From an optimization exercise on the open Yosys and OpenROAD flow, aimed at small area and a short achievable clock period; shortcuts taken in it are not production practice.
At most, simulation tests tie the RTL to the original design; equivalence was not proved.
Power and IR drop assume default switching activity.

// fire_seek_mode_sequencer
module fire_seek_mode_sequencer (
    input  logic        i_clk,
    input  logic        i_rst_n,
    input  logic        i_in_valid,
    output logic        i_in_ready,
    input  logic        i_in_operation,
    input  logic [9:0]  i_in_distance_cm,
    input  logic [31:0] i_in_now_tick,
    input  logic [1:0]  i_in_random_pick,
    input  logic        i_cfg_valid,
    output logic        i_cfg_ready,
    input  logic [2:0]  i_cfg_index,
    input  logic [15:0] i_cfg_data,
    output logic        o_out_valid,
    input  logic        o_out_ready,
    output logic [7:0]  o_out_servo_angle,
    output logic [2:0]  o_out_motion,
    output logic        o_out_fan_on,
    output logic [2:0]  o_out_mode,
    output logic        o_out_fire_seen,
    output logic        o_out_fire_near
);
Size: ~1700 cells after synthesis, ~190 flip-flops, roughly 89 I/O pins, ~13000 um2 of cells after synthesis.
==> flow/config.mk <==
export PLATFORM = sky130hd
export DESIGN_NAME = fire_seek_mode_sequencer
export DESIGN_NICKNAME = fire_seek_mode_sequencer
export VERILOG_FILES = /design/flow/design.v
export SDC_FILE = /design/flow/constraint.sdc
export NUM_CORES = 4
export LEC_CHECK = 0
export CAP_MARGIN = 20
export CORE_MARGIN = 2
export CORE_UTILIZATION = 40
export SETUP_SLACK_MARGIN = 3.0
export SLEW_MARGIN = 20
==> flow/constraint.sdc <==
create_clock -name core_clock -period 6.0 [get_ports {i_clk}]
set_input_delay 1.2000 -clock core_clock [delete_from_list [all_inputs] [get_ports {i_clk}]]
set_output_delay 1.2000 -clock core_clock [all_outputs]
set_load 0.01 [all_outputs]
run.sh (not shown) runs the stock make flow with config.mk's settings and CLKGATE_MAP_FILE= SYNTH_SCRIPT=/design/flow/synth_recipe.tcl, a recipe that flattens the netlist after the stock synthesis.
The starting point ran to the end with no violations.
Change:
Settings changed: SETUP_SLACK_MARGIN 3.0 to not set.
Effect: The new run completed without violations. Final cell count fell by 2.5%. Sequential share of layout area grows by 1.8 points. Hold slack is about the same. Die area is unchanged.
No functional check of the RTL was part of any run of this note.


fire_seek_mode_sequencer, a different RTL version from the one above (not shown whole).
For scale: about 190 flip-flops, ~89 I/O pins, roughly 12000 um2 of cells after synthesis.
clock: 6.0 ns
lec_check: 0
cap_margin: 20
core_margin: 2
core_utilization: 40
setup_slack_margin: 2.5
slew_margin: 20
standard.sh (not shown) runs the stock make flow with config.mk's settings and CLKGATE_MAP_FILE= SYNTH_SCRIPT=/design/flow/synth_recipe.tcl, a recipe that flattens the netlist after the stock synthesis.
==> flow/flow/run.sh <==
#!/bin/bash
# Standard layout flow, except that the port buffers are plain buf_1 cells (which the
# resizer may upsize) instead of the default clkdlybuf4s50_1 delay buffers.
set -euo pipefail
# the standard synthesis, unchanged
bash standard.sh synth > synth.log 2>&1
# floorplan to final layout
bash standard.sh BUFFER_PORTS_ARGS="-buffer_cell sky130_fd_sc_hd__buf_1" finish > layout.log 2>&1
==> next run, changes <==
==> flow/run.sh (new file) <==
#!/bin/bash
# synth_recipe.tcl (not shown) runs the flow's synth.tcl, then flattens the netlist and writes it again
# the make line also repeats each setting of config.mk as NAME=value (left out here)
make -C /OpenROAD-flow-scripts/flow DESIGN_CONFIG=/design/flow/config.mk WORK_HOME=/design/flow/orfs CLKGATE_MAP_FILE= SYNTH_SCRIPT=/design/flow/synth_recipe.tcl finish
Settings changed: SETUP_SLACK_MARGIN 2.5 to 2.0.
removed: flow/flow/run.sh
removed: flow/standard.sh
Total power goes up by a few percent.
Die area does not change.
Sequential share of layout area goes down by 1.8 points.
Wire length hardly moves.
Cell area goes up by a few percent.
==> next run, changes <==
Settings changed: SETUP_SLACK_MARGIN 2.0 to 2.5.
Effect:
- wire length came out higher by 0.66%
- worst hold slack is better by 7.8 ps
- first-iteration DRC count shrinks by 4.4%
- global-route usage drops by 0.57 points
- setup slack improves by 12 ps
- synthesized area stays the same
- total power is lower by 2.7%
- design area goes down by 2.5%
- critical path depth went up by 3


fire_seek_mode_sequencer, a different RTL version from the one above (not shown whole).
Size in the first run: ~200 flip-flops, about 89 I/O pins.
==> flow/config.mk <==
export PLATFORM = sky130hd
export DESIGN_NAME = fire_seek_mode_sequencer
export DESIGN_NICKNAME = fire_seek_mode_sequencer
export VERILOG_FILES = /design/flow/design.v
export SDC_FILE = /design/flow/constraint.sdc
export NUM_CORES = 4
export LEC_CHECK = 0
export CAP_MARGIN = 20
export CORE_MARGIN = 2
export CORE_UTILIZATION = 40
export SETUP_SLACK_MARGIN = 2.5
export SLEW_MARGIN = 20
==> flow/constraint.sdc <==
create_clock -name core_clock -period 6.0 [get_ports {i_clk}]
set_input_delay 1.2000 -clock core_clock [delete_from_list [all_inputs] [get_ports {i_clk}]]
set_output_delay 1.2000 -clock core_clock [all_outputs]
set_load 0.01 [all_outputs]
==> flow/flow/run.sh <==
#!/bin/bash
# Standard layout flow, except that the port buffers are plain buf_1 cells (which the
# resizer may upsize) instead of the default clkdlybuf4s50_1 delay buffers.
set -euo pipefail
# the standard synthesis, unchanged
bash standard.sh synth > synth.log 2>&1
# floorplan to final layout
bash standard.sh BUFFER_PORTS_ARGS="-buffer_cell sky130_fd_sc_hd__buf_1" finish > layout.log 2>&1
Next try:
--- a/flow/config.mk
+++ b/flow/config.mk
@@ -10,3 +10,3 @@
 export CORE_UTILIZATION = 40
-export SETUP_SLACK_MARGIN = 2.5
+export SETUP_SLACK_MARGIN = 3.0
 export SLEW_MARGIN = 20
=>
- register-to-register slack gets better by 0.02 ns
- area after synthesis does not change
- die area does not change

separate check: timing with driven ports:
No port has a modelled driver above. Below, the same layouts with a new extraction and two added sets of constraints. Step 1 assumes that a clkbuf_16 drives the clock port and a buf_2 every other input. Step 2 times the ports against the registers' clock, not the clock port: input delays grow and output delays shrink by t, the midpoint of the rising clock arrivals with the driver on. a / b / c = ideal ports / drivers / drivers and shift; a / b = the first two.
run | t, ns | slack for setup (ns) | worst setup path at the end
the first run of note 1 | 0.512 | 0.681 / 0.681 / 0.681 | register to register
the second run of note 1 | 0.495 | 0.364 / 0.364 / 0.364 | register to register
the first run of note 2 | 0.492 | 1.269 / 1.281 / 0.806 | input to register
the second run of note 2 | 0.483 | 1.105 / 1.132 / 0.649 | input to register
the third run of note 2 | 0.485 | 1.118 / 1.133 / 0.647 | input to register
the first run of note 3 | 0.491 | 2.001 / 2.001 / 1.616 | input to register
the second run of note 3 | 0.479 | 2.022 / 2.022 / 1.649 | input to register
After both steps every run listed still meets setup and hold. The setup slack of the third run of note 2, which loses most, moves by +0.015 ns with the drivers and by -0.471 ns with both steps.
